Source: an optimization exercise on an open RTL-to-GDS flow (aim: small area). Production flows keep margins and buffers that such runs may drop.
Only simulation tests tie the RTL to the original design; equivalence was not proved.
Power is estimated from default activity; no workload was simulated.

Design snow_overlay_top, start of the top module:
module snow_overlay_top (
    input  logic        clk_i,
    input  logic        rst_i,
    input  logic        cen_i,      
    input  logic [1:0]  blank_i,    
    input  logic [2:0]  sync_i,     
    output logic [23:0] rgb_o,      
    output logic [2:0]  sync_o      
);
    logic [10:0] pos_x;
    logic [10:0] pos_y;
    logic        frame_start;
    logic        flake_hit;
    logic [23:0] flake_rgb;
    logic        char_hit;
    logic [23:0] char_rgb;
    raster_position u_raster (
        .clk_i         (clk_i),
        .rst_i         (rst_i),
        .cen_i         (cen_i),
        .blank_i       (blank_i),
        .pos_x_o       (pos_x),
        .pos_y_o       (pos_y),
        .frame_start_o (frame_start)
    );
    snowflake_field u_snow (
        .clk_i         (clk_i),
        .rst_i         (rst_i),
        .cen_i         (cen_i),
        .frame_start_i (frame_start),
        .pos_x_i       (pos_x),
        .pos_y_i       (pos_y),
        .hit_o         (flake_hit),
        .rgb_o         (flake_rgb)
    );
    character_sprites u_chars (
        .pos_x_i (pos_x),
        .pos_y_i (pos_y),
        .hit_o   (char_hit),
        .rgb_o   (char_rgb)
    );
    layer_compositor u_comp (
        .clk_i       (clk_i),
        .rst_i       (rst_i),
        .cen_i       (cen_i),
        .sync_i      (sync_i),
        .char_hit_i  (char_hit),
        .char_rgb_i  (char_rgb),
        .flake_hit_i (flake_hit),
        .flake_rgb_i (flake_rgb),
        .rgb_o       (rgb_o),
        .sync_o      (sync_o)
    );
endmodule
For scale: ~2800 cells after synthesis, roughly 35 I/O pins.
export LEC_CHECK = 0
export ABC_AREA = 1
export CAP_MARGIN = 20
export CORE_MARGIN = 2
export CORE_UTILIZATION = 40
export SLEW_MARGIN = 20
create_clock -name core_clock -period 12.5 [get_ports {clk_i}]
standard.sh (not shown) runs the stock make flow with config.mk's settings and CLKGATE_MAP_FILE= SYNTH_SCRIPT=/design/flow/synth_recipe.tcl, a recipe that flattens the netlist after the stock synthesis.
==> flow/flow/run.sh <==
#!/bin/bash
# Own layout flow: the standard synthesis, then the combinational logic between the
# (unchanged) flip-flops is re-mapped with a stronger ABC script, then the standard layout
# from floorplan to finish. Each tool's output goes to a log file of its own here.
set -euo pipefail
W=$(pwd)
F=$W/flow
YOSYS=${YOSYS_EXE:-/OpenROAD-flow-scripts/tools/install/yosys/bin/yosys}
[[ -x $YOSYS ]] || YOSYS=yosys

# 1. Standard synthesis (the standard flow's own script, unchanged)
bash standard.sh synth > "$W/synth_std.log" 2>&1
R=$(dirname "$(ls "$W"/orfs/results/*/snow_overlay_top/base/1_2_yosys.v | head -n 1)")
cp "$R/1_2_yosys.v" "$W/netlist_std.v"

# 2. Re-map the gates between the flip-flops
RESYN_LIB=$FLOW_HOME/platforms/$FLOW_PLATFORM/lib/sky130_fd_sc_hd__tt_025C_1v80.lib \
RESYN_NETLIST=$W/netlist_std.v RESYN_TOP=$FLOW_TOP RESYN_SCRIPT=$F/resyn.abc \
RESYN_STAT=$W/resyn_stat.txt RESYN_OUT=$W/netlist_resyn.v \
  "$YOSYS" -c "$F/resyn.tcl" > "$W/resyn.log" 2>&1
cp "$W/netlist_resyn.v" "$R/1_2_yosys.v"
rm -f "$R/1_synth.odb" "$R/1_synth.sdc"

# 3. Standard layout on the new netlist. Ports get the smallest buffer; the clock tree uses
# mid-size buffers without dummy loads.
bash standard.sh \
  "BUFFER_PORTS_ARGS=-buffer_cell sky130_fd_sc_hd__buf_1" \
  "CTS_ARGS=-sink_clustering_enable -repair_clock_nets -buf_list sky130_fd_sc_hd__clkbuf_8 -dont_use_dummy_load -sink_clustering_size 24 -sink_clustering_max_diameter 80" \
  "GPL_TIMING_DRIVEN=0" "REMOVE_ABC_BUFFERS=1" finish > "$W/layout.log" 2>&1
Other scripts of this flow, unchanged in this note and not shown: flow/flow/resyn.abc, flow/flow/resyn.tcl
==> next run, changes <==
--- a/flow/flow/run.sh
+++ b/flow/flow/run.sh
@@ -27,3 +27,3 @@
   "BUFFER_PORTS_ARGS=-buffer_cell sky130_fd_sc_hd__buf_1" \
-  "CTS_ARGS=-sink_clustering_enable -repair_clock_nets -buf_list sky130_fd_sc_hd__clkbuf_8 -dont_use_dummy_load -sink_clustering_size 24 -sink_clustering_max_diameter 80" \
+  "CTS_ARGS=-sink_clustering_enable -repair_clock_nets -buf_list sky130_fd_sc_hd__clkbuf_8 -dont_use_dummy_load" \
   "GPL_TIMING_DRIVEN=0" "REMOVE_ABC_BUFFERS=1" finish > "$W/layout.log" 2>&1
=>
- The changed run finished clean
- power stays the same
- die area stays the same
- utilization is unchanged
- worst setup slack stays the same
==> next run, changes <==
--- a/flow/flow/run.sh
+++ b/flow/flow/run.sh
@@ -28,2 +28,2 @@
   "CTS_ARGS=-sink_clustering_enable -repair_clock_nets -buf_list sky130_fd_sc_hd__clkbuf_8 -dont_use_dummy_load" \
-  "GPL_TIMING_DRIVEN=0" "REMOVE_ABC_BUFFERS=1" finish > "$W/layout.log" 2>&1
+  ${FLOW_MAKE_VARS:-} finish > "$W/layout.log" 2>&1
What happened: The new run ran to the end with no violations. Global-route usage went up by 1.0 points. Die area stays the same. Clock-buffer cell count is unchanged. Critical path depth grows by 1. Design area rises by 1.1%. Non-clock buffer count rises by 35. Maximum frequency came out higher by about 0.6%.

-- afterwards: timing with drivers on the ports --
The flow's constraints put no driver on any port. The routed layouts listed below were extracted and timed again, unchanged, in two steps.
Step 1 assumes that a clkbuf_16 drives the clock port and a buf_2 every other input.
Step 2 adds t to the input delays and takes it off the output delays; t is the mean of the earliest and latest rising clock arrival at the registers after step 1. Input paths then give back, and output paths get back, about the clock's delay inside the block.
a / b / c = no drivers / after step 1 / after step 2; a / b = the first two.
run	shift t [ns]	setup WS [ns]	hold WS [ns]	worst register clock-pin slew, ns
the first run	0.526	1.271 / 1.271 / 1.271	0.480 / 0.480 / 0.480	0.09 / 0.09
the second run	0.526	1.271 / 1.271 / 1.271	0.480 / 0.480 / 0.480	0.09 / 0.09
the third run	0.526	1.337 / 1.337 / 1.337	0.487 / 0.487 / 0.487	0.09 / 0.09
After both steps setup and hold are still met in every run listed.
